From an optimization exercise on the open Yosys and OpenROAD flow, aimed at small area, a short achievable clock period and few clock cycles; shortcuts taken in it are not production practice. In this exercise RTL edits were held to simulation tests only and were not proved equivalent to the original.

==> flow/design.v, too long to show whole: its modules and the start of the top module <==
// module stick_radial_dead_zone: 2090 lines
// module srdz_sumsq: 1453 lines
// module srdz_mulabs: 1273 lines
module stick_radial_dead_zone #(
    parameter int SAMPLE_BITS = 16
) (
    input  logic                            aclk,
    input  logic                            aresetn,
    input  logic                            cfg_we,
    input  logic [srdz_pkg::DEAD_W-1:0]     cfg_wdata,    
    input  logic                            s_tvalid,
    output logic                            s_tready,
    input  logic [2*srdz_pkg::DATA_W-1:0]   s_tdata,      
    output logic                            m_tvalid,
    input  logic                            m_tready,
    output logic [2*srdz_pkg::DATA_W-1:0]   m_tdata,      
    output logic [0:0]                      m_tuser       
);
  // ...
==> flow/run.sh <==
#!/bin/bash
# synth_recipe.tcl (not shown) runs the flow's synth.tcl, then flattens the netlist and writes it again
# the make line also repeats each setting of config.mk as NAME=value (left out here)
make -C /OpenROAD-flow-scripts/flow DESIGN_CONFIG=/design/flow/config.mk WORK_HOME=/design/flow/orfs CLKGATE_MAP_FILE= SYNTH_SCRIPT=/design/flow/synth_recipe.tcl finish
==> flow/config.mk <==
export PLATFORM = sky130hd
export DESIGN_NAME = stick_radial_dead_zone
export DESIGN_NICKNAME = stick_radial_dead_zone
export VERILOG_FILES = /design/flow/design.v
export SDC_FILE = /design/flow/constraint.sdc
export NUM_CORES = 4
export LEC_CHECK = 0
export ABC_AREA = 1
export CAP_MARGIN = 20
export CORE_MARGIN = 2
export CORE_UTILIZATION = 50
export CTS_BUF_LIST = sky130_fd_sc_hd__clkbuf_8
export CTS_CLUSTER_SIZE = 30
export SETUP_SLACK_MARGIN = 2.5
export SLEW_MARGIN = 20
==> flow/constraint.sdc <==
create_clock -name core_clock -period 8.0 [get_ports {aclk}]
set_input_delay 1.6000 -clock core_clock [delete_from_list [all_inputs] [get_ports {aclk}]]
set_output_delay 1.6000 -clock core_clock [all_outputs]
set_load 0.01 [all_outputs]
==> results.py, run 1 <==
metrics = {
    "layout": {
        "largestRegisters": "p1_ss (31), p1_sc (30)",
        "final-nonclk-buf-share_pct": 2.610,
        "largest_register_ff_count": 31,
        "layout.clock.cell_area_share_pct": 4.589,
        "layout_cell_area_excl_fill_um2": 135900,
        "drive_above_1_share_pct": 9.182,
        "final_common_cell": "sky130_fd_sc_hd__nand2_1",
        "fin_cells": 16020,
        "core_util_final_pct": 56.44,
        "area_overhead_of_the_layout_relative_to_synthesis_pct": 12.21,
    },
    "place": {
        "finalWeightedCongestion": 0.8937,
        "buffer_ports.inserted": 86,
        "numPlacedInstances": 15210,
        "minimum_setup_slack_after_placement_ns": 1.624,
    },
    "grt": {
        "met3_usage_pct": 2.917,
        "grt_util_met1_pct": 29.09,
        "largest_net_degree_at_the_start_of_global_routing": 186,
        "antenna_found_initial": 6,
        "number_of_global_route_vias_before_repair": 85070,
    },
    "sta": {
        "finalSetupViolations": 0,
        "drv_slew": 1,
        "finalClockSkew_ns": 0.09036,
    },
    "clock_network": {
        "tritoncts.num_buffers": 334,
        "numClockSinks": 1846,
    },
    "worst_setup_path": {
        "worst_path_dominant_cell_family": "adder cells",
        "startpoint_kind_of_the_worst_setup_timing_path": "register",
        "regToRegSetupSlack_ns": 2.70,
    },
    "logic_synthesis": {
        "yosys.cell_count.top_type": "sky130_fd_sc_hd__nand2_1",
        "ys_ff_latch": 1846,
        "yosysSeqAreaShare_pct": 45.19,
        "synth_top_area_share_pct": 44.01,
        "count_of_flip_flops_with_a_built_in_enable_after_synthesis": 1775,
        "post_syn_area_um2": 121100,
        "synth_top_area_cell": "sky130_fd_sc_hd__edfxtp_1",
    },
    "die": {
        "floorplan.initialDensity_pct": 50.30,
    },
    "status": {
        "check.faults": "max-capacitance violations, max-slew violations",
        "status": "finished with violations",
    },
    "routing": {
        "detailroute.via_count": 85480,
        "highest-signal-layer": "met4",
    },
    "flow_run": {
        "cap_violations": 1,
    },
}
Testbench counts, summed over its fixed seeds: cycles 12,184.
==> run 2: changes to the inputs <==
--- a/flow/config.mk
+++ b/flow/config.mk
@@ -13,3 +13,4 @@
 export CTS_CLUSTER_SIZE = 30
-export SETUP_SLACK_MARGIN = 2.5
+export SETUP_SLACK_MARGIN = 3.0
 export SLEW_MARGIN = 20
+export TNS_END_PERCENT = 0
==> run 2 against run 1 <==
Effect of this change:
- now clean on timing, DRC and antenna
- sequential share of layout area down 0.60 points
- synthesized cell count unchanged
- clock skew up 0.0049 ns
- worst hold slack worse by 0.0020 ns
- via count up 1.0%
- first-iteration DRC count up 4.7%
- utilization up 0.86 points
- critical endpoint is now p4_R11[0]$_DFFE_PP_
==> results.py, run 2 <==
metrics = {
    "worst_setup_path": {
        "setup.worst_path.end_class": "register",
        "timing.critical_path.arrival_ns": 6.03,
        "crit_path_max_fanout": 7,
        "startpoint_kind_of_the_worst_setup_timing_path": "register",
        "critPathSlowestCell": "sky130_fd_sc_hd__edfxtp_1",
        "cpPeakStageDelay_ns": 0.45,
        "regToRegSetupSlack_ns": 2.79,
        "reg2reg_depth": 30,
        "required_ns": 8.81,
        "crit_type": "register to register",
        "path_common_cell": "sky130_fd_sc_hd__a21oi_2",
    },
    "clock_network": {
        "cts_tree": "yes",
        "insertion_delay_ns": 1.07,
        "numClockSinks": 1846,
        "cts_buffer_depth": 4,
        "holdBufCountCts": 0,
        "h-tree-depth": 5,
        "clock_pin_transition_on_the_worst_setup_and_hold_timing_paths_ns": 0.07,
        "tritoncts.num_buffers": 334,
        "clock-root-buffer": "sky130_fd_sc_hd__clkbuf_8",
    },
    "routing": {
        "ant_nets": 0,
        "wl_met3_um": 12780,
        "first_pass_iters": 9,
        "highest-signal-layer": "met4",
        "detailroute.via_count": 86350,
        "met1Wirelength_um": 123400,
        "drcViolationCount": 0,
        "wl_met2_um": 145700,
        "detail_route.wirelength_um": 293100,
        "drt_first_iter_violations": 5562,
        "post_drt_wl_per_cell_um": 18.16,
        "avgViaCountPerCell": 5.351,
    },
    "die": {
        "fp.dieH_um": 496.1,
        "die_width_um": 496.1,
        "floorplan.initialDensity_pct": 50.30,
        "core_area_um2": 240800,
        "io-pin-count": 87,
        "full_die_area_um2": 246200,
        "row_count": 180,
    },
    "sta": {
        "post-route-min-period_ns": 5.215,
        "drv_slew": 0,
        "grt_setup_unrepaired": "true",
        "final_number_of_hold_violating_endpoints": 0,
        "finalSetupViolations": 0,
        "timing.final.crit_share_pct": 65.18,
        "finalSetupTns_ns": 0,
        "tightestPinTransition_ns": 1.191,
        "timing.fmax_mhz": 191.8,
        "slew_headroom_pct": 20.53,
        "finalClockSkew_ns": 0.09524,
        "finalWorstSetupSlack_ns": 2.785,
    },
    "layout": {
        "final_common_cell": "sky130_fd_sc_hd__nand2_1",
        "layout_common_cells": "sky130_fd_sc_hd__nand2_1 (2080), sky130_fd_sc_hd__edfxtp_1 (1775), sky130_fd_sc_hd__inv_1 (1766), sky130_fd_sc_hd__ha_1 (996), sky130_fd_sc_hd__nor2_1 (992)",
        "largest_register": "p1_ss",
        "largest_register_ff_count": 31,
        "fill_cells": 20510,
        "largestRegisters": "p1_ss (31), p1_sc (30)",
        "core_util_final_pct": 57.30,
        "drive_above_1_share_pct": 11.14,
        "final_net_count": 14440,
        "area_overhead_of_the_layout_relative_to_synthesis_pct": 13.92,
    },
    "logic_synthesis": {
        "ys_ff_latch": 1846,
        "yosysWarnings": 1,
        "synth-async-reset-ratio_pct": 0,
        "avgSynthCellArea_um2": 9.989,
        "synth_top_area_share_pct": 44.01,
        "post_syn_area_um2": 121100,
        "post_synth_most_frequent_cells": "sky130_fd_sc_hd__nand2_1 (2140), sky130_fd_sc_hd__edfxtp_1 (1775), sky130_fd_sc_hd__inv_1 (1709)",
        "postSynthNetCount": 13850,
        "dominantRegCellSynth": "sky130_fd_sc_hd__edfxtp_1",
        "synth.lib_cells_used.distinct": 65,
        "synth_top_area_cell": "sky130_fd_sc_hd__edfxtp_1",
        "gate_count_of_the_mapped_netlist": 12120,
        "yosys.cell_count.top_type": "sky130_fd_sc_hd__nand2_1",
        "yosysSeqAreaShare_pct": 45.19,
        "post_synth_main_area_contributors": "sky130_fd_sc_hd__edfxtp_1 (44%), sky130_fd_sc_hd__ha_1 (11%), sky130_fd_sc_hd__fa_1 (10%), sky130_fd_sc_hd__nand2_1 (6.6%), sky130_fd_sc_hd__inv_1 (5.3%)",
        "count_of_flip_flops_with_a_built_in_enable_after_synthesis": 1775,
    },
    "worst_hold_path": {
        "hold_class": "register to register",
        "worst_hold_path.num_cells": 0,
    },
    "place": {
        "hpwl_um": 208300,
        "finalWeightedCongestion": 0.8937,
        "minimum_setup_slack_after_placement_ns": 1.624,
        "buffer_ports.inserted": 86,
    },
    "flow_run": {
        "cap_violations": 0,
    },
    "grt": {
        "overflow_left_after_global_routing": 0,
        "grt_pass1_wl_um": 458900,
        "number_of_global_route_vias_before_repair": 86140,
        "antenna_found_initial": 6,
        "grt_use_total_pct": 23.43,
        "largest_net_degree_at_the_start_of_global_routing": 186,
    },
    "status": {
        "status": "timing/DRC/antenna clean",
    },
}
## run 2: cell counts after synthesis
No cell type changed its count.
## run 2: worst paths after layout
check / from / endpoint
worst min register to register: nden[0]$_DFF_P_ / nden_s6[0]$_DFF_P_
worst min-delay path: nden[0]$_DFF_P_ / nden_s6[0]$_DFF_P_
worst max register to register: p3_R8[1]$_DFFE_PP_ / p4_R11[0]$_DFFE_PP_
worst max-delay path: p3_R8[1]$_DFFE_PP_ / p4_R11[0]$_DFFE_PP_
## run 2: metrics by stage
| step | hold slack [ns] | instance area (um2) | std cells |
|---|---|---|---|
| 2_1_floorplan | 0.3096 | 121100 | 12120 |
| 3_3_place_gp | 0.3117 | 125600 | 15210 |
| 3_5_place_dp | 0.3121 | 125600 | 15210 |
| 4_1_cts | 0.3232 | 135100 | 15990 |
| 5_1_grt | 0.3299 | 138000 | 16140 |
| 6_report | 0.3207 | 138000 | 16140 |
## run 2: cell type report
class	instances	area [um2]	share of cell area, %
Clock buffer	346	4762	3.452
Clock inverter	222	1474	1.068
Multi-Input combinational cell	8288	61640	44.68
Tap cell	3185	3985	2.888
Inverter	1738	6676	4.839
Timing Repair inverter	13	95.09	0.06892
Timing Repair Buffer	496	4588	3.326
Antenna cell	4	10.01	0.007255
Sequential cell	1846	54730	39.67
## run 2: critical path: cells and delay by family, from the launching register on
family | cells | cell delay [ns]
AOI/OAI and AO/OA | 13 | 1.92
xor gates and xnor gates | 2 | 0.34
adders and majority gates | 3 | 0.99
buffers and inverters | 4 | 0.56
DFF | 1 | 0.45
and+or+nand+nor | 8 | 0.73
## run 2: cell families after synthesis
family | after synthesis | synth area share [%]
and+or+nand+nor | 3812 | 12.78
DFF | 1846 | 45.19
xor gates and xnor gates | 783 | 5.663
buffers and inverters | 2007 | 6.363
AOI/OAI and AO/OA | 1992 | 8.881
muxes | 13 | 0.1178
adders and majority gates | 1671 | 21.00
## run 2: what timing repair did
item,CTS,global route
setup endpoints to repair,484,465
pin swaps,84,161
gates resized for setup,405,360
cloned,26,17
buffers inserted,183,127
## run 2: routing by layer
layer	GRT usage, %	vias up
met3	3.051	684
li1	-	41860
met5	0	-
met1	29.61	41700
met2	40.77	2111
met4	9.214	0
==> run 3: changes to the inputs <==
--- a/flow/config.mk
+++ b/flow/config.mk
@@ -8,3 +8,3 @@
 export ABC_AREA = 1
-export CAP_MARGIN = 20
+export CAP_MARGIN = 30
 export CORE_MARGIN = 2
@@ -13,4 +13,3 @@
 export CTS_CLUSTER_SIZE = 30
-export SETUP_SLACK_MARGIN = 3.0
-export SLEW_MARGIN = 20
-export TNS_END_PERCENT = 0
+export SETUP_SLACK_MARGIN = 2.5
+export SLEW_MARGIN = 30
==> run 3 against run 2 <==
Effect of this change:
- cell count fell by 0.45%
- global-route usage decreased by 0.36 points
- worst setup slack lost 0.12 ns
- first-iteration DRC count decreased by 1.1%
- utilization is 0.62 points lower
- clock skew grew 0.0096 ns
- worst hold slack worse by 0.0033 ns
- via count is 0.91% lower
==> results.py, run 3 <==
metrics = {
    "worst_setup_path": {
        "crit_type": "register to register",
        "cpPeakStageDelay_ns": 0.53,
        "rr_startpoint": "p13_sat$_DFFE_PP_",
        "timing.critical_path.cells": "buf_4 > buf_4 > buf_12 > nor2_4 > buf_16 > nor2_1 > fa_1 > fa_1 > inv_1 > fa_1 > inv_1 > fa_1 > inv_1 > fa_1 > inv_1 > fa_1",
        "worst_path_dominant_cell_family": "adder cells",
        "path_common_cell": "sky130_fd_sc_hd__fa_1",
        "timing.rr.end": "p14_pxs[10]$_DFFE_PP_",
        "setup.worst_path.end_class": "register",
        "startpoint_kind_of_the_worst_setup_timing_path": "register",
        "reg2reg_depth": 16,
        "required_ns": 8.71,
        "regToRegSetupSlack_ns": 2.66,
        "crit_path_max_fanout": 20,
        "critPathSlowestCell": "sky130_fd_sc_hd__fa_1",
        "timing.critical_path.arrival_ns": 6.05,
        "worst-path-buf-inv": 8,
    },
    "routing": {
        "drt_first_iter_violations": 5499,
        "ant_nets": 0,
        "avgViaCountPerCell": 5.326,
        "drcViolationCount": 0,
        "detailroute.via_count": 85570,
        "detail_route.wirelength_um": 289800,
        "first_pass_iters": 9,
        "post_drt_wl_per_cell_um": 18.04,
    },
    "place": {
        "minimum_setup_slack_after_placement_ns": 1.548,
        "finalWeightedCongestion": 0.8937,
        "buffer_ports.inserted": 86,
        "hpwl_um": 208900,
        "numPlacedInstances": 15220,
    },
    "flow_run": {
        "cap_violations": 0,
    },
    "layout": {
        "largest_register": "p1_ss",
        "area_overhead_of_the_layout_relative_to_synthesis_pct": 12.70,
        "core_util_final_pct": 56.69,
        "layout_common_cells": "sky130_fd_sc_hd__nand2_1 (2095), sky130_fd_sc_hd__inv_1 (1781), sky130_fd_sc_hd__edfxtp_1 (1775), sky130_fd_sc_hd__ha_1 (1014), sky130_fd_sc_hd__nor2_1 (997)",
        "final_common_cell": "sky130_fd_sc_hd__nand2_1",
        "drive_above_1_share_pct": 9.762,
        "final_net_count": 14370,
        "fill_cells": 20670,
        "largestRegisters": "p1_ss (31), p1_sc (30)",
        "seqCellArea_um2": 54730,
        "fin_cells": 16070,
        "largest_register_ff_count": 31,
        "multi_input_comb_area_um2": 60880,
    },
    "grt": {
        "overflow_left_after_global_routing": 0,
        "antenna_found_initial": 6,
        "largest_net_degree_at_the_start_of_global_routing": 186,
        "grt_busiest_layer": "met2",
        "grt_use_total_pct": 23.06,
        "grt_util_met1_pct": 29.30,
        "met3_usage_pct": 2.739,
        "number_of_global_route_vias_before_repair": 85120,
        "grt_pass1_wl_um": 452200,
        "gr-usage-met2_pct": 40.41,
    },
    "sta": {
        "finalWorstSetupSlack_ns": 2.662,
        "final_number_of_hold_violating_endpoints": 0,
        "tightestPinTransition_ns": 1.043,
        "grt_setup_unrepaired": "true",
        "finalClockSkew_ns": 0.1048,
        "post-route-min-period_ns": 5.338,
        "drv_slew": 0,
        "timing.fmax_mhz": 187.3,
        "slew_headroom_pct": 30.44,
        "timing.final.crit_share_pct": 66.73,
        "finalSetupViolations": 0,
        "finalSetupTns_ns": 0,
    },
    "status": {
        "status": "timing/DRC/antenna clean",
    },
    "die": {
        "full_die_area_um2": 246200,
        "core_area_um2": 240800,
        "fp.dieH_um": 496.1,
        "floorplan.initialDensity_pct": 50.30,
        "row_count": 180,
        "io-pin-count": 87,
        "die_width_um": 496.1,
    },
    "logic_synthesis": {
        "postSynthNetCount": 13850,
        "count_of_flip_flops_with_a_built_in_enable_after_synthesis": 1775,
        "synth_top_area_cell": "sky130_fd_sc_hd__edfxtp_1",
        "ys_ff_latch": 1846,
        "synth-async-reset-ratio_pct": 0,
        "post_synth_most_frequent_cells": "sky130_fd_sc_hd__nand2_1 (2140), sky130_fd_sc_hd__edfxtp_1 (1775), sky130_fd_sc_hd__inv_1 (1709)",
        "post_synth_main_area_contributors": "sky130_fd_sc_hd__edfxtp_1 (44%), sky130_fd_sc_hd__ha_1 (11%), sky130_fd_sc_hd__fa_1 (10%), sky130_fd_sc_hd__nand2_1 (6.6%), sky130_fd_sc_hd__inv_1 (5.3%)",
        "synth.lib_cells_used.distinct": 65,
        "dominantRegCellSynth": "sky130_fd_sc_hd__edfxtp_1",
        "avgSynthCellArea_um2": 9.989,
        "yosys.cell_count.top_type": "sky130_fd_sc_hd__nand2_1",
        "yosysSeqAreaShare_pct": 45.19,
        "gate_count_of_the_mapped_netlist": 12120,
        "yosysWarnings": 1,
        "post_syn_area_um2": 121100,
        "synth_top_area_share_pct": 44.01,
    },
    "clock_network": {
        "cts_buffer_depth": 4,
        "insertion_delay_ns": 1.07,
        "holdBufCountCts": 0,
        "cts_tree": "yes",
        "numClockSinks": 1846,
        "h-tree-depth": 5,
        "tritoncts.num_buffers": 334,
        "clock_pin_transition_on_the_worst_setup_and_hold_timing_paths_ns": 0.06,
        "clock-root-buffer": "sky130_fd_sc_hd__clkbuf_8",
    },
    "worst_hold_path": {
        "hp-start": "nden[0]$_DFF_P_",
        "timing.hold.worst_endpoint": "nden_s6[0]$_DFF_P_",
        "worst_hold_path.num_cells": 0,
        "hold_class": "register to register",
    },
}
run 3: cell counts after synthesis:
Identical to the previous run, type by type.
run 3: layer usage:
layer  wire (um)  vias to the layer above
li1            -                    41710
met1      122300                    41210
met2      144600                     2022
met3       12240                      627
met4       10650                        0
met5           0                        -
run 3: stage by stage:
| step | cell area [um2] | hold slack [ns] |
|---|---|---|
| floorplan | 121100 | 0.3096 |
| global placement | 125600 | 0.3117 |
| detailed placement | 125600 | 0.3121 |
| CTS | 133000 | 0.3177 |
| global route | 136500 | 0.3288 |
| finish | 136500 | 0.3173 |
run 3: what timing repair did:
item                       CTS  global route
pin swaps                   24           131
gates cloned                16            18
setup endpoints to repair  399           423
resized for setup          172           426
setup buffers               67           174
run 3: cells by family (layout without fill, tap and decap cells):
family                   count (synthesis)  in the layout  share of synthesized area (%)
buffers and inverters                 2007           2744                          6.363
adder cells (fa/ha/maj)               1671           1671                          21.00
multiplexers                            13             13                         0.1178
XOR/XNOR                               783            783                          5.663
other                                    0              4                              0
AND/OR/NAND/NOR                       3812           3824                          12.78
flip-flops                            1846           1846                          45.19
AO/OA/AOI/OAI                         1992           1995                          8.881
run 3: worst max path at each step:
stage / to / cells after the start / start / slack [ns]
CTS: p12_A12[0]$_DFFE_PP_ / 34 / nden_s6[1]$_DFF_P_ / 2.47
finish: p14_pxs[10]$_DFFE_PP_ / 16 / p13_sat$_DFFE_PP_ / 2.66
global placement: p18_YA7[0]$_DFFE_PP_ / 34 / p17_nmag[2]$_DFFE_PP_ / 1.59
global route: p4_R11[0]$_DFFE_PP_ / 33 / p3_R8[3]$_DFFE_PP_ / 2.32
floorplan: s_tready / 3 / m_tready / 0.44
detailed placement: p18_YA7[0]$_DFFE_PP_ / 34 / p17_nmag[2]$_DFFE_PP_ / 1.55
run 3: layout make-up:
cell class	instances	area share (%)
multi-input cells	8286	44.61
flip-flops and latches	1846	40.10
inverters	1738	4.860
clock buffers	350	3.530
repair buffers	429	2.941
well taps	3185	2.920
clock inverters	216	0.9754
repair inverters	11	0.05959
diodes	4	0.007334
==> run 4: changes to the inputs <==
--- a/flow/config.mk
+++ b/flow/config.mk
@@ -10,6 +10,7 @@
 export CORE_MARGIN = 2
-export CORE_UTILIZATION = 50
+export CORE_UTILIZATION = 55
 export CTS_BUF_LIST = sky130_fd_sc_hd__clkbuf_8
 export CTS_CLUSTER_SIZE = 30
-export SETUP_SLACK_MARGIN = 2.5
+export SETUP_SLACK_MARGIN = 3.5
 export SLEW_MARGIN = 30
+export TNS_END_PERCENT = 0
==> run 4 against run 3 <==
Effect of this change:
- still clean on timing, DRC and antenna
- clock-buffer cell count fell by 12
- flip-flop and latch count unchanged
- die area fell by 9.0%
- synthesized cell count is the same
- design area increased by 2.0%
- utilization is 6.8 points higher
- clock skew is 0.012 ns lower
- first-iteration DRC count grew 3.2%
- largest cell class unchanged
==> results.py, run 4 <==
metrics = {
    "sta": {
        "slew_headroom_pct": 33.96,
        "timing.final.crit_share_pct": 65.82,
        "timing.fmax_mhz": 189.9,
        "finalSetupViolations": 0,
        "drv_slew": 0,
        "grt_setup_unrepaired": "true",
        "post-route-min-period_ns": 5.265,
        "finalSetupTns_ns": 0,
        "finalClockSkew_ns": 0.09255,
        "final_number_of_hold_violating_endpoints": 0,
        "tightestPinTransition_ns": 0.9906,
    },
    "place": {
        "hpwl_um": 210200,
        "finalWeightedCongestion": 0.9016,
        "buffer_ports.inserted": 86,
        "numPlacedInstances": 14900,
    },
    "grt": {
        "antenna_found_initial": 5,
        "overflow_left_after_global_routing": 0,
        "grt_pass1_wl_um": 463300,
        "number_of_global_route_vias_before_repair": 86850,
        "grt_use_total_pct": 26.13,
        "largest_net_degree_at_the_start_of_global_routing": 183,
    },
    "clock_network": {
        "cts_buffer_depth": 4,
        "cts_tree": "yes",
        "numClockSinks": 1846,
        "clock-root-buffer": "sky130_fd_sc_hd__clkbuf_8",
        "h-tree-depth": 5,
        "insertion_delay_ns": 1.07,
        "tritoncts.num_buffers": 329,
        "clock_pin_transition_on_the_worst_setup_and_hold_timing_paths_ns": 0.07,
    },
    "worst_hold_path": {
        "hold_class": "register to register",
    },
    "layout": {
        "final_net_count": 14580,
        "drive_above_1_share_pct": 13.03,
        "largestRegisters": "p1_ss (31), p1_sc (30)",
        "final_common_cell": "sky130_fd_sc_hd__nand2_1",
        "area_overhead_of_the_layout_relative_to_synthesis_pct": 14.97,
        "fill_cells": 17770,
        "largest_register_ff_count": 31,
        "fin_cells": 15970,
        "layout_common_cells": "sky130_fd_sc_hd__nand2_1 (2055), sky130_fd_sc_hd__edfxtp_1 (1775), sky130_fd_sc_hd__inv_1 (1764), sky130_fd_sc_hd__nor2_1 (989), sky130_fd_sc_hd__ha_1 (968)",
        "largest_register": "p1_ss",
    },
    "logic_synthesis": {
        "yosysSeqAreaShare_pct": 45.19,
        "yosys.cell_count.top_type": "sky130_fd_sc_hd__nand2_1",
        "synth.lib_cells_used.distinct": 65,
        "dominantRegCellSynth": "sky130_fd_sc_hd__edfxtp_1",
        "synth_top_area_cell": "sky130_fd_sc_hd__edfxtp_1",
        "post_synth_main_area_contributors": "sky130_fd_sc_hd__edfxtp_1 (44%), sky130_fd_sc_hd__ha_1 (11%), sky130_fd_sc_hd__fa_1 (10%), sky130_fd_sc_hd__nand2_1 (6.6%), sky130_fd_sc_hd__inv_1 (5.3%)",
        "post_synth_most_frequent_cells": "sky130_fd_sc_hd__nand2_1 (2140), sky130_fd_sc_hd__edfxtp_1 (1775), sky130_fd_sc_hd__inv_1 (1709)",
        "ys_ff_latch": 1846,
        "count_of_flip_flops_with_a_built_in_enable_after_synthesis": 1775,
        "post_syn_area_um2": 121100,
        "gate_count_of_the_mapped_netlist": 12120,
        "avgSynthCellArea_um2": 9.989,
        "synth-async-reset-ratio_pct": 0,
        "postSynthNetCount": 13850,
        "yosysWarnings": 1,
        "synth_top_area_share_pct": 44.01,
    },
    "routing": {
        "post_drt_wl_per_cell_um": 18.57,
        "drcViolationCount": 0,
        "drt_first_iter_violations": 5674,
        "ant_nets": 0,
        "detail_route.wirelength_um": 296500,
        "first_pass_iters": 7,
        "avgViaCountPerCell": 5.431,
        "detailroute.via_count": 86730,
    },
    "worst_setup_path": {
        "crit_type": "register to register",
        "path_common_cell": "sky130_fd_sc_hd__buf_4",
        "setup.worst_path.end_class": "register",
        "critPathSlowestCell": "sky130_fd_sc_hd__edfxtp_1",
        "crit_path_max_fanout": 6,
        "required_ns": 8.80,
        "timing.critical_path.arrival_ns": 6.06,
        "startpoint_kind_of_the_worst_setup_timing_path": "register",
        "cpPeakStageDelay_ns": 0.49,
        "regToRegSetupSlack_ns": 2.73,
    },
    "die": {
        "full_die_area_um2": 224000,
        "fp.dieH_um": 473.2,
        "die_width_um": 473.2,
        "io-pin-count": 87,
        "row_count": 172,
        "floorplan.initialDensity_pct": 55.22,
        "core_area_um2": 219300,
    },
    "flow_run": {
        "cap_violations": 0,
    },
    "status": {
        "status": "timing/DRC/antenna clean",
    },
}
[run 4: changes by cell type in the layout (fill, tap and decap cells not counted), moves of 14 or more]
cell / delta
sky130_fd_sc_hd__buf_4: +204
sky130_fd_sc_hd__ha_1: -46
sky130_fd_sc_hd__ha_4: +46
sky130_fd_sc_hd__nand2_1: -40
sky130_fd_sc_hd__a21oi_1: -37
sky130_fd_sc_hd__a21oi_2: +34
sky130_fd_sc_hd__nand2_2: +29
sky130_fd_sc_hd__o21ai_2: +29
sky130_fd_sc_hd__o21ai_0: -26
sky130_fd_sc_hd__clkinv_2: +18
sky130_fd_sc_hd__inv_1: -17
sky130_fd_sc_hd__buf_12: +16
sky130_fd_sc_hd__clkdlybuf4s50_1: -15
sky130_fd_sc_hd__nor2_4: +14
[run 4: cell type report]
type | instances | area (um2) | share of cell area (%)
antenna | 3 | 7.507 | 0.005392
tap | 2871 | 3592 | 2.580
clock buffer | 338 | 4652 | 3.341
inverter | 1738 | 6683 | 4.800
sequential | 1846 | 54740 | 39.32
multi-input combinational | 8290 | 62490 | 44.88
timing repair inverter | 15 | 105.1 | 0.07549
timing repair buffer | 640 | 5693 | 4.089
clock inverter | 229 | 1262 | 0.9068
[run 4: cell families after synthesis]
kind of cell / Yosys count / share of synthesized area, %
AO/OA/AOI/OAI: 1992 / 8.881
XOR/XNOR: 783 / 5.663
adder cells (fa/ha/maj): 1671 / 21.00
buffers and inverters: 2007 / 6.363
flip-flops: 1846 / 45.19
multiplexers: 13 / 0.1178
AND/OR/NAND/NOR: 3812 / 12.78
[run 4: path summary, 6_finish.rpt]
| check | startpoint | cells after the start | end |
|---|---|---|---|
| worst max-delay path | p3_nr8[5]$_DFFE_PP_ | 35 | p4_R11[4]$_DFFE_PP_ |
| worst min-delay path | nden[12]$_DFF_P_ | 0 | nden_s6[12]$_DFF_P_ |
| worst max register to register | p3_nr8[5]$_DFFE_PP_ | 35 | p4_R11[4]$_DFFE_PP_ |
| worst min register to register | nden[12]$_DFF_P_ | 0 | nden_s6[12]$_DFF_P_ |
[run 4: repair_timing]
item / 4_1_cts / 5_1_grt
gates resized for setup: 626 / 325
pin swaps: 178 / 195
hold buffers: 0 / 0
gates cloned: 34 / 9
endpoints found under the setup margin: 538 / 532
buffers inserted: 314 / 133
[run 4: routing by layer]
metal | vias to the layer above | global-route usage [%] | wire, um
met5 | - | 0 | 19
met3 | 620 | 3.370 | 12890
met1 | 41920 | 33.34 | 125200
li1 | 42150 | - | -
met2 | 2031 | 45.14 | 147000
met4 | 2 | 10.35 | 11370
[run 4: critical path, delay by kind of cell, from the launching register on]
| family | cells | cell delay [ns] |
|---|---|---|
| adders and majority gates | 2 | 0.56 |
| buffers and inverters | 19 | 2.29 |
| DFF | 1 | 0.49 |
| AOI/OAI and AO/OA | 6 | 0.80 |
| and+or+nand+nor | 8 | 0.85 |
[run 4: metrics by stage]
| step | instance area, um2 | worst slack [ns] | util (%) | hold WS, ns |
|---|---|---|---|---|
| global placement | 125200 | 1.484 | 57.10 | 0.3098 |
| detailed placement | 125200 | 1.420 | 57.11 | 0.3121 |
| floorplan | 121100 | 0.4374 | - | 0.3096 |
| global route | 139200 | 2.553 | 63.49 | 0.3220 |
| finish | 139200 | 2.735 | 63.49 | 0.3126 |
| CTS | 136400 | 2.952 | 62.22 | 0.3177 |
==> run 5: changes to the inputs <==
--- a/flow/config.mk
+++ b/flow/config.mk
@@ -10,6 +10,7 @@
 export CORE_MARGIN = 2
-export CORE_UTILIZATION = 55
+export CORE_UTILIZATION = 50
 export CTS_BUF_LIST = sky130_fd_sc_hd__clkbuf_8
 export CTS_CLUSTER_SIZE = 30
-export SETUP_SLACK_MARGIN = 3.5
+export PLACE_DENSITY = 0.75
+export SETUP_SLACK_MARGIN = 3.0
 export SLEW_MARGIN = 30
==> run 5 against run 4 <==
Effect of this change:
- clock-buffer cell count fell by 6
- still clean
- cell count rose by 0.88%
- highest routed layer unchanged
==> results.py, run 5 <==
metrics = {
    "status": {
        "status": "timing/DRC/antenna clean",
    },
    "logic_synthesis": {
        "post_syn_area_um2": 121100,
        "ys_ff_latch": 1846,
        "synth-async-reset-ratio_pct": 0,
        "synth_top_area_share_pct": 44.01,
        "synth_top_area_cell": "sky130_fd_sc_hd__edfxtp_1",
        "yosys.cell_count.top_type": "sky130_fd_sc_hd__nand2_1",
        "avgSynthCellArea_um2": 9.989,
        "synth.lib_cells_used.distinct": 65,
        "post_synth_most_frequent_cells": "sky130_fd_sc_hd__nand2_1 (2140), sky130_fd_sc_hd__edfxtp_1 (1775), sky130_fd_sc_hd__inv_1 (1709)",
        "yosysWarnings": 1,
        "gate_count_of_the_mapped_netlist": 12120,
        "postSynthNetCount": 13850,
        "count_of_flip_flops_with_a_built_in_enable_after_synthesis": 1775,
        "yosysSeqAreaShare_pct": 45.19,
        "dominantRegCellSynth": "sky130_fd_sc_hd__edfxtp_1",
        "post_synth_main_area_contributors": "sky130_fd_sc_hd__edfxtp_1 (44%), sky130_fd_sc_hd__ha_1 (11%), sky130_fd_sc_hd__fa_1 (10%), sky130_fd_sc_hd__nand2_1 (6.6%), sky130_fd_sc_hd__inv_1 (5.3%)",
    },
    "clock_network": {
        "holdBufCountCts": 0,
        "cts_tree": "yes",
        "clock-root-buffer": "sky130_fd_sc_hd__clkbuf_8",
        "insertion_delay_ns": 1.08,
        "tritoncts.num_buffers": 321,
        "clock_pin_transition_on_the_worst_setup_and_hold_timing_paths_ns": 0.06,
        "h-tree-depth": 5,
        "numClockSinks": 1846,
        "cts_buffer_depth": 4,
    },
    "worst_setup_path": {
        "worst-path-buf-inv": 6,
        "worst_path_dominant_cell_family": "simple AND/OR/NAND/NOR gates",
        "crit_path_start": "p3_R8[2]$_DFFE_PP_",
        "cpPeakStageDelay_ns": 0.44,
        "rr_startpoint": "p3_R8[2]$_DFFE_PP_",
        "reg2reg_depth": 33,
        "crit_path_max_fanout": 7,
        "path_common_cell": "sky130_fd_sc_hd__nand2_1",
        "timing.critical_path.arrival_ns": 6.09,
        "crit_type": "register to register",
        "critPathSlowestCell": "sky130_fd_sc_hd__edfxtp_1",
        "regToRegSetupSlack_ns": 2.68,
        "setup.worst_path.end_class": "register",
        "startpoint_kind_of_the_worst_setup_timing_path": "register",
        "required_ns": 8.77,
        "instance_count_on_the_critical_path": 33,
    },
    "sta": {
        "finalSetupViolations": 0,
        "finalWorstSetupSlack_ns": 2.676,
        "timing.final.crit_share_pct": 66.55,
        "timing.fmax_mhz": 187.8,
        "finalSetupTns_ns": 0,
        "slew_headroom_pct": 33.03,
        "finalClockSkew_ns": 0.1056,
        "grt_setup_unrepaired": "true",
        "final_number_of_hold_violating_endpoints": 0,
        "drv_slew": 0,
        "tightestPinTransition_ns": 1.005,
        "post-route-min-period_ns": 5.324,
    },
    "layout": {
        "final_net_count": 14410,
        "largest_register": "p1_ss",
        "core_util_final_pct": 56.99,
        "area_overhead_of_the_layout_relative_to_synthesis_pct": 13.29,
        "largest_register_ff_count": 31,
        "layout_cell_area_excl_fill_um2": 137200,
        "largestRegisters": "p1_ss (31), p1_sc (30)",
        "fill_cells": 19600,
        "layout_common_cells": "sky130_fd_sc_hd__nand2_1 (2100), sky130_fd_sc_hd__inv_1 (1780), sky130_fd_sc_hd__edfxtp_1 (1775), sky130_fd_sc_hd__nor2_1 (998), sky130_fd_sc_hd__ha_1 (994)",
        "final_common_cell": "sky130_fd_sc_hd__nand2_1",
        "drive_above_1_share_pct": 10.32,
    },
    "flow_run": {
        "cap_violations": 0,
    },
    "place": {
        "finalWeightedCongestion": 0.9019,
        "buffer_ports.inserted": 86,
        "placedInstanceArea_um2": 125700,
        "hpwl_um": 187000,
        "minimum_setup_slack_after_placement_ns": 1.482,
    },
    "routing": {
        "avgViaCountPerCell": 5.354,
        "drcViolationCount": 0,
        "detailroute.via_count": 86260,
        "drt_first_iter_violations": 7289,
        "detail_route.wirelength_um": 272500,
        "ant_nets": 0,
        "post_drt_wl_per_cell_um": 16.92,
        "first_pass_iters": 6,
    },
    "die": {
        "row_count": 180,
        "die_width_um": 496.1,
        "full_die_area_um2": 246200,
        "core_area_um2": 240800,
        "fp.dieH_um": 496.1,
        "io-pin-count": 87,
        "floorplan.initialDensity_pct": 50.30,
    },
    "worst_hold_path": {
        "worst_hold_path.num_cells": 0,
        "hold_class": "register to register",
        "hp-start": "nden[9]$_DFF_P_",
    },
    "grt": {
        "overflow_left_after_global_routing": 0,
        "number_of_global_route_vias_before_repair": 83100,
        "antenna_found_initial": 7,
        "grt_pass1_wl_um": 428200,
        "largest_net_degree_at_the_start_of_global_routing": 196,
        "grt_use_total_pct": 21.57,
    },
}
-- run 5: cell count changes in the layout (fill, tap and decap cells not counted), moves of 26 or more --
cell	delta
sky130_fd_sc_hd__o21ai_0	+34
sky130_fd_sc_hd__nand2_2	-38
sky130_fd_sc_hd__a21oi_1	+36
sky130_fd_sc_hd__ha_4	-27
sky130_fd_sc_hd__buf_4	-147
sky130_fd_sc_hd__nand2_1	+45
sky130_fd_sc_hd__a21oi_2	-32
sky130_fd_sc_hd__o21ai_2	-26
sky130_fd_sc_hd__ha_1	+26
-- run 5: timing repair --
| action | CTS | global route |
|---|---|---|
| buffers inserted | 185 | 111 |
| gates resized for setup | 363 | 266 |
| endpoints found under the setup margin | 469 | 458 |
| pin swaps | 99 | 128 |
| cloned | 29 | 7 |
-- run 5: kinds of logic (layout without fill, tap and decap cells) --
logic type	after synthesis	after routing	share of synthesized area, %
AO/OA/AOI/OAI	1992	1998	8.881
XOR/XNOR	783	783	5.663
adder cells (fa/ha/maj)	1671	1671	21.00
buffers and inverters	2007	2785	6.363
flip-flops	1846	1846	45.19
multiplexers	13	13	0.1178
other	0	4	0
AND/OR/NAND/NOR	3812	3826	12.78
-- run 5: through the flow --
stage	std cells	hold slack (ns)
final	16110	0.3262
after detailed placement	15220	0.3143
after floorplan	12120	0.3096
after global routing	16110	0.3354
after CTS	15990	0.3273
after global placement	15220	0.3109
-- run 5: area by class of cell --
| class | count | area [um2] | share of cell area (%) |
|---|---|---|---|
| antenna | 4 | 10.01 | 0.007296 |
| timing repair inverter | 13 | 96.34 | 0.07022 |
| multi-input combinational | 8291 | 61370 | 44.73 |
| tap | 3185 | 3985 | 2.905 |
| clock inverter | 223 | 1465 | 1.068 |
| clock buffer | 332 | 4569 | 3.331 |
| sequential | 1846 | 54740 | 39.90 |
| inverter | 1738 | 6634 | 4.835 |
| timing repair buffer | 479 | 4332 | 3.157 |
-- run 5: path summary, 6_finish.rpt --
check / endpoint
worst max register to register: p4_R11[10]$_DFFE_PP_
worst max-delay path: p4_R11[10]$_DFFE_PP_
worst min-delay path: nden_s6[9]$_DFF_P_
worst min register to register: nden_s6[9]$_DFF_P_
-- run 5: metal layers --
metal	vias to the layer above	part of all wire, %	track usage [%]
met5	-	0.0095	0
met4	4	3.3	7.299
met3	658	6.9	3.600
met2	2836	48	36.14
met1	40950	42	28.43
li1	41810	-	-
==> run 6: changes to the inputs <==
--- a/flow/config.mk
+++ b/flow/config.mk
@@ -13,3 +13,3 @@
 export CTS_CLUSTER_SIZE = 30
-export PLACE_DENSITY = 0.75
+export HOLD_SLACK_MARGIN = 0.0
 export SETUP_SLACK_MARGIN = 3.0
==> run 6 against run 5 <==
Effect of this change:
- critical endpoint is now p4_R11[0]$_DFFE_PP_
- synthesized cell count stayed put
- sequential share of layout area is 0.33 points lower
- clock-buffer cell count is 18 higher
- worst setup slack better by 0.087 ns
- via count hardly changed
- design area is 0.81% higher
- flip-flop and latch count stayed put
- critical path depth is 1 lower
- largest cell class unchanged
- critical path type unchanged
- first-iteration DRC count is 26% lower
- still clean
==> results.py, run 6 <==
metrics = {
    "logic_synthesis": {
        "ys_ff_latch": 1846,
        "post_synth_most_frequent_cells": "sky130_fd_sc_hd__nand2_1 (2140), sky130_fd_sc_hd__edfxtp_1 (1775), sky130_fd_sc_hd__inv_1 (1709)",
        "adder_cell_area_share_of_the_yosys_netlist_pct": 21.00,
        "yosysSeqAreaShare_pct": 45.19,
        "avgSynthCellArea_um2": 9.989,
        "synth.lib_cells_used.distinct": 65,
        "dominantRegCellSynth": "sky130_fd_sc_hd__edfxtp_1",
        "synth_top_area_share_pct": 44.01,
        "yosys.area_share.simple_pct": 12.78,
        "postSynthNetCount": 13850,
        "post_syn_area_um2": 121100,
        "synth-compound-area-share_pct": 8.881,
        "synth_top_family_by_area": "adder cells",
        "muxShareOfSynthArea_pct": 0.1178,
        "yosys.area_share.xor_xnor_pct": 5.663,
        "count_of_flip_flops_with_a_built_in_enable_after_synthesis": 1775,
        "gate_count_of_the_mapped_netlist": 12120,
        "synth_top_area_cell": "sky130_fd_sc_hd__edfxtp_1",
        "synth-async-reset-ratio_pct": 0,
        "post_synth_main_area_contributors": "sky130_fd_sc_hd__edfxtp_1 (44%), sky130_fd_sc_hd__ha_1 (11%), sky130_fd_sc_hd__fa_1 (10%), sky130_fd_sc_hd__nand2_1 (6.6%), sky130_fd_sc_hd__inv_1 (5.3%)",
        "yosysWarnings": 1,
        "yosys.cell_count.top_type": "sky130_fd_sc_hd__nand2_1",
    },
    "clock_network": {
        "clock_pin_transition_on_the_worst_setup_and_hold_timing_paths_ns": 0.06,
        "cts_buffer_depth": 4,
        "cts_tree": "yes",
        "h-tree-depth": 5,
        "insertion_delay_ns": 1.08,
        "clock-root-buffer": "sky130_fd_sc_hd__clkbuf_8",
        "tritoncts.num_buffers": 334,
        "holdBufCountCts": 0,
        "numClockSinks": 1846,
    },
    "layout": {
        "largest_register_ff_count": 31,
        "largest_register": "p1_ss",
        "area_overhead_of_the_layout_relative_to_synthesis_pct": 14.21,
        "layout_common_cells": "sky130_fd_sc_hd__nand2_1 (2081), sky130_fd_sc_hd__inv_1 (1775), sky130_fd_sc_hd__edfxtp_1 (1775), sky130_fd_sc_hd__nor2_1 (993), sky130_fd_sc_hd__ha_1 (987)",
        "fill_cells": 20480,
        "drive_above_1_share_pct": 11.28,
        "final_net_count": 14470,
        "final_common_cell": "sky130_fd_sc_hd__nand2_1",
        "largestRegisters": "p1_ss (31), p1_sc (30)",
        "fin_cells": 16170,
    },
    "worst_setup_path": {
        "crit_path_start": "p3_nr8[2]$_DFFE_PP_",
        "startpoint_kind_of_the_worst_setup_timing_path": "register",
        "instance_count_on_the_critical_path": 32,
        "required_ns": 8.83,
        "cpPeakStageDelay_ns": 0.42,
        "timing.rr.end": "p4_R11[0]$_DFFE_PP_",
        "worst-path-buf-inv": 6,
        "crit_type": "register to register",
        "critPathSlowestCell": "sky130_fd_sc_hd__edfxtp_1",
        "setup.worst_path.end_class": "register",
        "crit_path_max_fanout": 8,
        "path_common_cell": "sky130_fd_sc_hd__nand2_2",
        "crit_end": "p4_R11[0]$_DFFE_PP_",
        "worst_path_dominant_cell_family": "simple AND/OR/NAND/NOR gates",
        "reg2reg_depth": 32,
        "regToRegSetupSlack_ns": 2.76,
        "timing.critical_path.arrival_ns": 6.07,
        "rr_startpoint": "p3_nr8[2]$_DFFE_PP_",
    },
    "routing": {
        "first_pass_iters": 6,
        "drt_first_iter_violations": 5423,
        "detail_route.wirelength_um": 294300,
        "avgViaCountPerCell": 5.337,
        "drcViolationCount": 0,
        "post_drt_wl_per_cell_um": 18.21,
        "detailroute.via_count": 86270,
        "ant_nets": 0,
    },
    "sta": {
        "grt_setup_unrepaired": "true",
        "tightestPinTransition_ns": 1.032,
        "finalClockSkew_ns": 0.1071,
        "slew_headroom_pct": 31.22,
        "post-route-min-period_ns": 5.237,
        "finalSetupTns_ns": 0,
        "drv_slew": 0,
        "finalSetupViolations": 0,
        "timing.final.crit_share_pct": 65.46,
        "final_number_of_hold_violating_endpoints": 0,
        "timing.fmax_mhz": 190.9,
    },
    "die": {
        "core_area_um2": 240800,
        "row_count": 180,
        "full_die_area_um2": 246200,
        "fp.dieH_um": 496.1,
        "floorplan.initialDensity_pct": 50.30,
        "die_width_um": 496.1,
        "io-pin-count": 87,
    },
    "grt": {
        "antenna_found_initial": 6,
        "grt_pass1_wl_um": 457200,
        "largest_net_degree_at_the_start_of_global_routing": 186,
        "number_of_global_route_vias_before_repair": 85970,
        "overflow_left_after_global_routing": 0,
        "grt_use_total_pct": 23.32,
    },
    "worst_hold_path": {
        "hold_class": "register to register",
    },
    "place": {
        "finalWeightedCongestion": 0.8937,
        "hpwl_um": 208900,
        "numPlacedInstances": 15220,
        "buffer_ports.inserted": 86,
    },
    "flow_run": {
        "cap_violations": 0,
    },
    "status": {
        "status": "timing/DRC/antenna clean",
    },
}
run 6: cell counts after synthesis:
Identical to the previous run, type by type.
run 6: area by class of cell:
class                           count  area, um2  share of cell area [%]
Inverter                         1738       6663                   4.817
Timing Repair inverter             14      96.34                 0.06966
Clock inverter                    216       1331                  0.9625
Timing Repair Buffer              525       4921                   3.558
Sequential cell                  1846      54730                   39.57
Antenna cell                        6      15.01                 0.01086
Tap cell                         3185       3985                   2.881
Clock buffer                      350       4817                   3.483
Multi-Input combinational cell   8286      61750                   44.65
run 6: kinds of logic (layout without fill, tap and decap cells):
| kind of cell | count (synthesis) | count (layout) |
|---|---|---|
| other cells | 0 | 6 |
| buf+inv | 2007 | 2843 |
| mux | 13 | 13 |
| fa+ha+maj | 1671 | 1671 |
| compound gates | 1992 | 1996 |
| flops | 1846 | 1846 |
| xor+xnor | 783 | 783 |
| simple gates | 3812 | 3823 |
run 6: per-stage QoR:
stage | hold WS, ns | setup WS, ns | util, % | instance area (um2)
detailed placement | 0.3121 | 1.548 | 52.19 | 125600
floorplan | 0.3096 | 0.4374 | - | 121100
global placement | 0.3117 | 1.587 | 52.15 | 125600
global route | 0.3288 | 2.388 | 57.45 | 138300
finish | 0.3190 | 2.763 | 57.45 | 138300
CTS | 0.3158 | 2.709 | 55.83 | 134400
run 6: worst min-delay path by stage:
| stage | startpoint | slack (ns) | depth (start not counted) | to |
|---|---|---|---|---|
| floorplan | nden[0]$_DFF_P_ | 0.31 | 0 | nden_s6[0]$_DFF_P_ |
| global placement | nden[0]$_DFF_P_ | 0.31 | 0 | nden_s6[0]$_DFF_P_ |
| detailed placement | nden[0]$_DFF_P_ | 0.31 | 0 | nden_s6[0]$_DFF_P_ |
| CTS | nden[0]$_DFF_P_ | 0.32 | 0 | nden_s6[0]$_DFF_P_ |
| global route | nden[14]$_DFF_P_ | 0.33 | 0 | nden_s6[14]$_DFF_P_ |
| finish | nden[0]$_DFF_P_ | 0.32 | 0 | nden_s6[0]$_DFF_P_ |
run 6: timing repair:
| action | CTS | global route |
|---|---|---|
| gates cloned | 23 | 20 |
| gates resized for setup | 323 | 453 |
| buffers inserted | 152 | 179 |
| hold endpoints to repair | 0 | 0 |
| setup endpoints to repair | 483 | 474 |
| pin swaps | 64 | 174 |
run 6: metal layers:
metal | global-route usage (%) | share of wire (%) | wire length, um | vias to the layer above
met5 | 0 | 0 | 0 | -
met3 | 2.773 | 4.1 | 12140 | 638
met2 | 40.74 | 50 | 146800 | 2024
met4 | 8.984 | 3.7 | 10810 | 0
li1 | - | - | - | 41930
met1 | 29.59 | 42 | 124600 | 41680

[separate check: timing with driven ports]
No port has a modelled driver above. Below, the same layouts with a new extraction and two added sets of constraints. Step 1: set_driving_cell puts a clkbuf_16 on aclk and a buf_2 on each other input, an assumption about the parent block. Step 2 moves the port delays by t, midway between the first and last clock arrival at a register: inputs arrive t later, outputs are due t later. That takes back most of the time a late clock gives input paths. Slacks: ideal ports / drivers / drivers and shift; pairs: ideal ports / drivers.
run | t, ns | slack for setup (ns) | latest minus earliest clock arrival (ns)
run 1 | 1.106 | 2.700 / 2.685 / 2.700 | 0.098 / 0.099
run 2 | 1.112 | 2.785 / 2.785 / 2.785 | 0.100 / 0.100
run 3 | 1.106 | 2.662 / 2.662 / 2.662 | 0.110 / 0.111
run 4 | 1.116 | 2.735 / 2.735 / 2.735 | 0.095 / 0.094
run 5 | 1.129 | 2.676 / 2.676 / 2.676 | 0.109 / 0.109
run 6 | 1.118 | 2.763 / 2.763 / 2.763 | 0.119 / 0.119
